What follows belongs to an exercise in optimizing a design on an open flow for small area, a short achievable clock period and few clock cycles per item; a production flow would make more cautious choices.
RTL that was checked went through simulation tests only; none was proved equivalent to the original.

main:
## hft_macd_engine_mc
module hft_macd_engine_mc #(
   parameter int N_CH            = 4,
   parameter int PRICE_W         = 32,
   parameter int FRAC_W          = 16,
   parameter int ALPHA_FAST      = 10181,
   parameter int ALPHA_SLOW      = 4854,
   parameter int ALPHA_SIG       = 13107,
   parameter int HYST            = 0,
   parameter int WARMUP_TICKS    = 26,
   parameter int STOP_LOSS_PTS   = 50,
   parameter int TAKE_PROFIT_PTS = 100
) (
   input  logic                              clk,
   input  logic                              reset,
   input  logic                              tick_valid,
   output logic                              tick_ready,
   input  logic [$clog2(N_CH)-1:0]           tick_ch,
   input  logic signed [PRICE_W-1:0]         tick_price,
   input  logic                              trade_en,
   output logic                              order_valid,
   input  logic                              order_ready,
   output logic [$clog2(N_CH)-1:0]           order_ch,
   output logic [1:0]                        order_side,
   output logic signed [PRICE_W-1:0]         order_price
);
Size: ~77 I/O pins.
export LEC_CHECK = 0
export ABC_AREA = 1
export CAP_MARGIN = 60
export CORE_MARGIN = 2
export CORE_UTILIZATION = 60
export CTS_CLUSTER_DIAMETER = 120
export CTS_CLUSTER_SIZE = 25
export SLEW_MARGIN = 60
export SYNTH_HIERARCHICAL = 1
create_clock -name core_clock -period 17.0 [get_ports {clk}]
run.sh (not shown) runs the stock make flow with config.mk's settings and CLKGATE_MAP_FILE= SYNTH_SCRIPT=/design/flow/synth_recipe.tcl, a recipe that flattens the netlist after the stock synthesis.
Testbench counts of main, summed over its fixed seeds: cycles 24,040, ticks 24,000.
Changes in the feature branch relative to main:
--- a/flow/design.v
+++ b/flow/design.v
@@ -43,14 +43,13 @@
    logic [E_W-1:0]     f1_q, s1_q, f1n_q, s1n_q;    
    logic [WARM_W-1:0]  w1_q;
    logic [E_W-1:0]     f2_q, s2_q;
    logic               first2_q, first3_q, ok2_q, ok3_q;
    logic [M_W+1:0]     m3_3_q;
    logic [M_W-1:0]     g3_q, g3n_q;
-   logic [3:0]         fe3_q, fp3_q;
-   logic               fwd3_q;
+   logic [3:0]         fe3_q;
    logic               ov_q;
    logic [CH_W-1:0]    och_q, qch_q;
    logic [1:0]         oside_q, qside_q;
    logic [PRICE_W-1:0] opx_q, qpx_q;
    wire run = !qf_q;
    wire acc = tick_valid && rdy_q;
@@ -80,20 +79,19 @@
    end
    wire fwd1  = fwdv[ch0_q];
    wire seen0 = seenv[ch0_q];
    wire [E_W-1:0] p0 = {px0_q, {FRAC_W{1'b0}}};
    logic [M_W+1:0]  m3_2;
    logic [PRICE_W-1:0] e2;
-   logic signed [PRICE_W:0] de2, dp2;
-   logic [3:0]      fe2, fp2;
+   logic signed [PRICE_W:0] de2;
+   logic [3:0]      fe2;
    csa_m3 u_m3 (.f(f2_q), .s(s2_q), .o(m3_2));
-   assign e2    = entry_q[ch2_q];
+   wire   flat3 = (pos_q[ch3_q] == POS_FLAT);
+   assign e2    = (v3_q && flat3 && ch3_q == ch2_q) ? px3_q : entry_q[ch2_q];
    assign de2   = $signed({px2_q[PRICE_W-1], px2_q}) - $signed({e2[PRICE_W-1], e2});
-   assign dp2   = $signed({px2_q[PRICE_W-1], px2_q}) - $signed({px3_q[PRICE_W-1], px3_q});
    assign fe2 = {de2 >= TAKE_PROFIT_PTS, de2 <= -TAKE_PROFIT_PTS, de2 >= STOP_LOSS_PTS, de2 <= -STOP_LOSS_PTS};
-   assign fp2 = {dp2 >= TAKE_PROFIT_PTS, dp2 <= -TAKE_PROFIT_PTS, dp2 >= STOP_LOSS_PTS, dp2 <= -STOP_LOSS_PTS};
    logic [64:0]        sg3;
    logic [M_W-1:0]     sig_n;
    logic [M_W+2:0]     t3a, t3b;
    logic [M_W+2:0]     xp3, xn3;
    logic [1:0]         p3, pos_n;
    logic [3:0]         f3;
@@ -105,13 +103,13 @@
    assign xn3 = t3a + t3b + (M_W+3)'(5);    
    always_comb begin
       sig_n = sg3[64:16];    
       hpos  = !xp3[M_W+2];
       hneg  = xn3[M_W+2];
       p3    = pos_q[ch3_q];
-      f3    = fwd3_q ? fp3_q : fe3_q;
+      f3    = fe3_q;
       is_long  = (p3 == POS_LONG);
       is_short = (p3 == POS_SHORT);
       is_flat  = (p3 == POS_FLAT);
       hit   = 1'b1;
       side  = 2'b11;
       pos_n = POS_FLAT;
@@ -169,14 +167,12 @@
          ch3_q <= ch2_q;    px3_q <= px2_q;       te3_q <= te2_q;
          first3_q <= first2_q; ok3_q <= ok2_q;
          m3_3_q <= m3_2;
          g3_q  <= (v3_q && ch3_q == ch2_q) ? sig_n : first2_q ? '0 : sig_q[ch2_q];
          g3n_q <= ~((v3_q && ch3_q == ch2_q) ? sig_n : first2_q ? '0 : sig_q[ch2_q]);
          fe3_q <= fe2;
-         fp3_q <= fp2;
-         fwd3_q <= v3_q && is_flat && (ch3_q == ch2_q);
       end
    end
    wire pop    = ov_q && order_ready;
    wire neword = run && hit;
    logic qf_n;
    always_comb begin
--- outcome ---
Result for main and the feature branch: all clean
Sort main and the feature branch by worst-case reg-to-reg path depth asc -> top: main
Actual slew at the worst max-slew pin for the feature branch: 21 ps down relative to main
Going from main to the feature branch, synthesized area per cell shows an increase of about 1.1%, via count of the first global-routing pass shrank by about 3%, number of buffers created by CTS -2.9%.
Wire: the feature branch routes less than main
For the feature branch, only the layout was checked, not whether the RTL still works.


zinc:
hft_macd_engine_mc, a different RTL version from the one above (not shown whole).
For scale: about 9200 cells after synthesis, roughly 77 I/O pins, ~100000 um2 of cells after synthesis.
clock: 17.0 ns
lec_check: 0
abc_area: 1
cap_margin: 60
core_margin: 2
core_utilization: 60
slew_margin: 60
synth_hierarchical: 1
zinc | status: complete | timing, DRC, antenna: pass
The inputs of indigo differ from those of zinc as listed below.
diff --git a/flow/design.v b/flow/design.v
--- a/flow/design.v
+++ b/flow/design.v
@@ -30,22 +30,22 @@
    localparam logic [WARM_W-1:0] WARM_MAX = WARM_W'(WARMUP_TICKS);
    localparam logic [1:0] POS_FLAT = 2'd0, POS_LONG = 2'd1, POS_SHORT = 2'd2;
    logic [E_W-1:0]     fast_q  [N_CH];
    logic [E_W-1:0]     slow_q  [N_CH];
    logic [M_W-1:0]     sig_q   [N_CH];
    logic [WARM_W-1:0]  warm_q  [N_CH];     
    logic [1:0]         pos_q   [N_CH];
    logic [PRICE_W-1:0] entry_q [N_CH];
    logic               rdy_q, qf_q;
-   logic               v1_q, v2_q, v3_q;
-   logic [CH_W-1:0]    ch1_q, ch2_q, ch3_q;
-   logic [PRICE_W-1:0] px1_q, px2_q, px3_q;
-   logic               te1_q, te2_q, te3_q;
+   logic               v0_q, v1_q, v2_q, v3_q;
+   logic [CH_W-1:0]    ch0_q, ch1_q, ch2_q, ch3_q;
+   logic [PRICE_W-1:0] px0_q, px1_q, px2_q, px3_q;
+   logic               te0_q, te1_q, te2_q, te3_q;
    logic [E_W-1:0]     f1_q, s1_q, f1n_q, s1n_q;    
    logic [WARM_W-1:0]  w1_q;
    logic [E_W-1:0]     f2_q, s2_q;
    logic               first2_q, first3_q, ok2_q, ok3_q;
    logic [M_W+1:0]     m3_3_q;
    logic [M_W-1:0]     g3_q;
    logic [3:0]         fe3_q, fp3_q;
    logic               fwd3_q;
    logic               ov_q;
@@ -72,21 +72,21 @@
       warm_n = !seen1 ? WARM_W'(1) : (w1_q == WARM_MAX) ? WARM_MAX : w1_q + 1'b1;
    end
    logic [N_CH-1:0] fwdv, seenv;
    always_comb begin
       for (int i = 0; i < N_CH; i++) begin
          fwdv[i]  = v1_q && (ch1_q == i);
          seenv[i] = (warm_q[i] != '0);
       end
    end
-   wire fwd1  = fwdv[tick_ch];
-   wire seen0 = seenv[tick_ch];
-   wire [E_W-1:0] p0 = {tick_price, {FRAC_W{1'b0}}};
+   wire fwd1  = fwdv[ch0_q];
+   wire seen0 = seenv[ch0_q];
+   wire [E_W-1:0] p0 = {px0_q, {FRAC_W{1'b0}}};
    logic [M_W+1:0]  m3_2;
    logic [PRICE_W-1:0] e2;
    logic signed [PRICE_W:0] de2, dp2;
    logic [3:0]      fe2, fp2;
    csa_m3 u_m3 (.f(f2_q), .s(s2_q), .o(m3_2));
    assign e2    = entry_q[ch2_q];
    assign de2   = $signed({px2_q[PRICE_W-1], px2_q}) - $signed({e2[PRICE_W-1], e2});
    assign dp2   = $signed({px2_q[PRICE_W-1], px2_q}) - $signed({px3_q[PRICE_W-1], px3_q});
    assign fe2 = {de2 >= TAKE_PROFIT_PTS, de2 <= -TAKE_PROFIT_PTS, de2 >= STOP_LOSS_PTS, de2 <= -STOP_LOSS_PTS};
@@ -150,24 +150,25 @@
       end else begin
          for (int i = 0; i < N_CH; i++) begin
             if (run && v1_q && ch1_q == i) warm_q[i] <= warm_n;
             if (run && hit && ch3_q == i) pos_q[i] <= pos_n;
          end
       end
    end
    always_ff @(posedge clk) begin
       if (run) begin
-         ch1_q <= tick_ch;  px1_q <= tick_price;  te1_q <= trade_en;
-         f1_q  <= fwd1 ? fast_n : seen0 ? fast_q[tick_ch] : p0;
-         s1_q  <= fwd1 ? slow_n : seen0 ? slow_q[tick_ch] : p0;
-         f1n_q <= ~(fwd1 ? fast_n : seen0 ? fast_q[tick_ch] : p0);
-         s1n_q <= ~(fwd1 ? slow_n : seen0 ? slow_q[tick_ch] : p0);
-         w1_q  <= fwd1 ? warm_n : warm_q[tick_ch];
+         ch0_q <= tick_ch;  px0_q <= tick_price;  te0_q <= trade_en;
+         ch1_q <= ch0_q;    px1_q <= px0_q;       te1_q <= te0_q;
+         f1_q  <= fwd1 ? fast_n : seen0 ? fast_q[ch0_q] : p0;
+         s1_q  <= fwd1 ? slow_n : seen0 ? slow_q[ch0_q] : p0;
+         f1n_q <= ~(fwd1 ? fast_n : seen0 ? fast_q[ch0_q] : p0);
+         s1n_q <= ~(fwd1 ? slow_n : seen0 ? slow_q[ch0_q] : p0);
+         w1_q  <= fwd1 ? warm_n : warm_q[ch0_q];
          ch2_q <= ch1_q;    px2_q <= px1_q;       te2_q <= te1_q;
          first2_q <= !seen1; ok2_q <= (warm_n == WARM_MAX);
          f2_q  <= fast_n;   s2_q <= slow_n;
          ch3_q <= ch2_q;    px3_q <= px2_q;       te3_q <= te2_q;
          first3_q <= first2_q; ok3_q <= ok2_q;
          m3_3_q <= m3_2;
          g3_q  <= (v3_q && ch3_q == ch2_q) ? sig_n : first2_q ? '0 : sig_q[ch2_q];
          fe3_q <= fe2;
          fp3_q <= fp2;
@@ -179,27 +180,29 @@
    logic qf_n;
    always_comb begin
       if (qf_q) qf_n = !pop;
       else      qf_n = neword && ov_q && !pop;
    end
    always_ff @(posedge clk or posedge reset) begin
       if (reset) begin
          rdy_q <= 1'b0;
          qf_q  <= 1'b0;
+         v0_q  <= 1'b0;
          v1_q  <= 1'b0;
          v2_q  <= 1'b0;
          v3_q  <= 1'b0;
          ov_q  <= 1'b0;
       end else begin
          rdy_q <= !qf_n;
          qf_q  <= qf_n;
          if (run) begin
-            v1_q <= acc;
+            v0_q <= acc;
+            v1_q <= v0_q;
             v2_q <= v1_q;
             v3_q <= v2_q;
          end
          if (qf_q) begin
             if (pop) ov_q <= 1'b1;
          end else if (neword) begin
             if (!ov_q || pop) ov_q <= 1'b1;
          end else if (pop) begin
             ov_q <= 1'b0;
- Going from zinc to indigo, setup slack rose by 250 ps, post-synthesis instance area saw an increase, shortest period the worst path allows shrank by 250 ps.
- Diff zinc -> indigo: global-route wire length before repair saw an increase, final cell area excluding filler cells now sits higher, sequential share of layout area picked up an extra 0.46 points.
- Sort zinc and indigo by clock sink total, ascending, and zinc comes first.
- The run showing the smaller endpoint required time on the critical path is zinc.
- Fraction of the core area covered by cells at the end of the flow: zinc vs indigo — no meaningful difference
- Against zinc as the reference, indigo delivers a higher met1 track utilization from global routing.
No functional check of the RTL was part of any run of this note.


Another version of the RTL of hft_macd_engine_mc (not shown whole).
Size in the first run: about 9,100 cells after synthesis, roughly 77 I/O pins, ~98,000 µm² of cells after synthesis.
Design hft_macd_engine_mc, start of the top module:
module hft_macd_engine_mc #(
   parameter int N_CH            = 4,
   parameter int PRICE_W         = 32,
   parameter int FRAC_W          = 16,
   parameter int ALPHA_FAST      = 10181,
   parameter int ALPHA_SLOW      = 4854,
   parameter int ALPHA_SIG       = 13107,
   parameter int HYST            = 0,
   parameter int WARMUP_TICKS    = 26,
   parameter int STOP_LOSS_PTS   = 50,
   parameter int TAKE_PROFIT_PTS = 100
) (
   input  logic                              clk,
   input  logic                              reset,
   input  logic                              tick_valid,
   output logic                              tick_ready,
   input  logic [$clog2(N_CH)-1:0]           tick_ch,
   input  logic signed [PRICE_W-1:0]         tick_price,
   input  logic                              trade_en,
   output logic                              order_valid,
   input  logic                              order_ready,
   output logic [$clog2(N_CH)-1:0]           order_ch,
   output logic [1:0]                        order_side,
   output logic signed [PRICE_W-1:0]         order_price
);
   localparam int CH_W   = $clog2(N_CH);
   localparam int E_W    = PRICE_W + FRAC_W;       
   localparam int M_W    = E_W + 1;                
   localparam int WARM_W = $clog2(WARMUP_TICKS + 1);
   localparam logic [WARM_W-1:0] WARM_MAX = WARM_W'(WARMUP_TICKS);
   localparam logic [1:0] POS_FLAT = 2'd0, POS_LONG = 2'd1, POS_SHORT = 2'd2;
   logic [E_W-1:0]     fast_q  [N_CH];
   logic [E_W-1:0]     slow_q  [N_CH];
   logic [M_W-1:0]     sig_q   [N_CH];
   logic [WARM_W-1:0]  warm_q  [N_CH];     
   logic [1:0]         pos_q   [N_CH];
   logic [PRICE_W-1:0] entry_q [N_CH];
   logic               rdy_q, qf_q;
   logic               v1_q, v2_q, v3_q;
   logic [CH_W-1:0]    ch1_q, ch2_q, ch3_q;
   logic [PRICE_W-1:0] px1_q, px2_q, px3_q;
   logic               te1_q, te2_q, te3_q;
   logic [E_W-1:0]     f1n_q, s1n_q, f1_q, s1_q;    
  ...
clock: 17.0 ns
lec_check: 0
abc_area: 1
cap_margin: 60
core_margin: 2
core_utilization: 60
cts_cluster_diameter: 120
cts_cluster_size: 25
slew_margin: 60
synth_hierarchical: 1
The starting point finished with timing, DRC and antenna clean.
Testbench counts at the start, summed over its fixed seeds: cycles 24,032, ticks 24,000.
Edit:
--- a/flow/design.v
+++ b/flow/design.v
@@ -38,24 +38,23 @@
    logic               rdy_q, qf_q;
    logic               v1_q, v2_q, v3_q;
    logic [CH_W-1:0]    ch1_q, ch2_q, ch3_q;
    logic [PRICE_W-1:0] px1_q, px2_q, px3_q;
    logic               te1_q, te2_q, te3_q;
    logic [E_W-1:0]     f1n_q, s1n_q, f1_q, s1_q;    
    logic [WARM_W-1:0]  w1_q;
    logic [E_W-1:0]     f2_q, s2_q;
    logic               first2_q, first3_q, ok2_q, ok3_q;
    logic [M_W+1:0]     m3_3_q;
    logic [M_W-1:0]     g3n_q, g3_q;
-   logic [3:0]         fe3_q, fp3_q;
-   logic               fwd3_q;
+   logic [3:0]         fe3_q;
    logic               ov_q;
    logic [CH_W-1:0]    och_q, qch_q;
    logic [1:0]         oside_q, qside_q;
    logic [PRICE_W-1:0] opx_q, qpx_q;
    wire run = !qf_q;
    assign f1_q = ~f1n_q;
    assign s1_q = ~s1n_q;
    assign g3_q = ~g3n_q;
    wire acc = tick_valid && rdy_q;
    assign tick_ready  = rdy_q;
    assign order_valid = ov_q;
@@ -78,48 +77,47 @@
    always_comb begin
       for (int i = 0; i < N_CH; i++) begin
          fwdv[i]  = v1_q && (ch1_q == i);
          seenv[i] = (warm_q[i] != '0);
       end
    end
    wire fwd1  = fwdv[tick_ch];
    wire seen0 = seenv[tick_ch];
    wire [E_W-1:0] p0 = {tick_price, {FRAC_W{1'b0}}};
    logic [M_W+1:0]  m3_2;
    logic [PRICE_W-1:0] e2;
-   logic signed [PRICE_W:0] de2, dp2;
-   logic [3:0]      fe2, fp2;
+   logic signed [PRICE_W:0] de2;
+   logic [3:0]      fe2;
    csa_m3 u_m3 (.f(f2_q), .s(s2_q), .o(m3_2));
-   assign e2    = entry_q[ch2_q];
+   wire   flat3 = (pos_q[ch3_q] == POS_FLAT);
+   assign e2    = (v3_q && flat3 && ch3_q == ch2_q) ? px3_q : entry_q[ch2_q];
    assign de2   = $signed({px2_q[PRICE_W-1], px2_q}) - $signed({e2[PRICE_W-1], e2});
-   assign dp2   = $signed({px2_q[PRICE_W-1], px2_q}) - $signed({px3_q[PRICE_W-1], px3_q});
    assign fe2 = {de2 >= TAKE_PROFIT_PTS, de2 <= -TAKE_PROFIT_PTS, de2 >= STOP_LOSS_PTS, de2 <= -STOP_LOSS_PTS};
-   assign fp2 = {dp2 >= TAKE_PROFIT_PTS, dp2 <= -TAKE_PROFIT_PTS, dp2 >= STOP_LOSS_PTS, dp2 <= -STOP_LOSS_PTS};
    logic [64:0]        sg3;
    logic [M_W-1:0]     sig_n;
    logic [M_W+2:0]     t3a, t3b;
    logic [M_W+2:0]     xp3, xn3;
    logic [1:0]         p3, pos_n;
    logic [3:0]         f3;
    logic               hpos, hneg, hit, is_long, is_short, is_flat, set_entry;
    logic [1:0]         side;
    csa_sig u_sig (.acc(g3_q), .m(m3_3_q), .s(sg3));
    csa_t3 u_t3 (.m(m3_3_q), .g(g3_q), .ra(t3a), .rb(t3b));
    assign xp3 = t3a + t3b - (M_W+3)'(3);    
    assign xn3 = t3a + t3b + (M_W+3)'(5);    
    always_comb begin
       sig_n = sg3[64:16];    
       hpos  = !xp3[M_W+2];
       hneg  = xn3[M_W+2];
       p3    = pos_q[ch3_q];
-      f3    = fwd3_q ? fp3_q : fe3_q;
+      f3    = fe3_q;
       is_long  = (p3 == POS_LONG);
       is_short = (p3 == POS_SHORT);
       is_flat  = (p3 == POS_FLAT);
       hit   = 1'b1;
       side  = 2'b11;
       pos_n = POS_FLAT;
       set_entry = 1'b0;
       if ((is_long && f3[0]) || (is_short && f3[1])) begin
       end else if ((is_long && f3[3]) || (is_short && f3[2])) begin
       end else if (is_long && hneg) begin
          side = 2'b10;
@@ -163,24 +161,22 @@
          f1n_q <= ~(fwd1 ? fast_n : seen0 ? fast_q[tick_ch] : p0);
          s1n_q <= ~(fwd1 ? slow_n : seen0 ? slow_q[tick_ch] : p0);
          w1_q  <= fwd1 ? warm_n : warm_q[tick_ch];
          ch2_q <= ch1_q;    px2_q <= px1_q;       te2_q <= te1_q;
          first2_q <= !seen1; ok2_q <= (warm_n == WARM_MAX);
          f2_q  <= fast_n;   s2_q <= slow_n;
          ch3_q <= ch2_q;    px3_q <= px2_q;       te3_q <= te2_q;
          first3_q <= first2_q; ok3_q <= ok2_q;
          m3_3_q <= m3_2;
          g3n_q <= ~((v3_q && ch3_q == ch2_q) ? sig_n : first2_q ? '0 : sig_q[ch2_q]);
          fe3_q <= fe2;
-         fp3_q <= fp2;
-         fwd3_q <= v3_q && is_flat && (ch3_q == ch2_q);
       end
    end
    wire pop    = ov_q && order_ready;
    wire neword = run && hit;
    logic qf_n;
    always_comb begin
       if (qf_q) qf_n = !pop;
       else      qf_n = neword && ov_q && !pop;
    end
    always_ff @(posedge clk or posedge reset) begin
       if (reset) begin
Result: Clock skew rises by 0.036 ns; synthesized cell count shrinks by 3.5%; die area shrinks by 2.3%; global-route usage went down by 0.56 points; synthesized area falls by about 2.3%; worst setup slack is better by 0.12 ns; non-clock buffer count stays the same; wire length went down by 3.7%; cell area decreases by 2.7%; utilization goes down by 0.12 points; sequential share of layout area went up by 0.81 points; first-iteration DRC count shrinks by 5.4%.
Testbench counts after the change, summed over its fixed seeds: cycles 24,032, ticks 24,000.

-- re-timing with driven ports --
The flow's constraints put no driver on any port. The routed layouts listed below were extracted and timed again, unchanged, in two steps. Step 1, drivers: a clkbuf_16 drives clk and a buf_2 each remaining input, both assumed. Step 2 times the ports against the registers' clock, not the clock port: input delays grow and output delays shrink by t, the midpoint of the rising clock arrivals with the driver on. Slacks: ideal ports / drivers / drivers and shift; pairs: ideal ports / drivers.
run | t (ns) | setup slack, ns | latest minus earliest clock arrival (ns) | worst data-port slew with drivers (ns)
main | 0.822 | 10.878 / 10.878 / 10.878 | 0.045 / 0.044 | 0.08
the feature branch | 0.799 | 10.900 / 10.900 / 10.900 | 0.045 / 0.045 | 0.05
zinc | 0.888 | 10.491 / 10.556 / 9.668 | 0.054 / 0.054 | 0.05
indigo | 0.910 | 10.746 / 10.746 / 10.746 | 0.055 / 0.055 | 0.05
the first run of note 3 | 0.786 | 10.586 / 10.586 / 10.015 | 0.034 / 0.033 | 0.05
the second run of note 3 | 0.800 | 10.704 / 10.760 / 9.960 | 0.077 / 0.077 | 0.20
After both steps setup and hold are still met in every run listed. For zinc, which loses most, drivers alone change the setup slack by +0.065 ns; drivers and shift together by -0.823 ns.
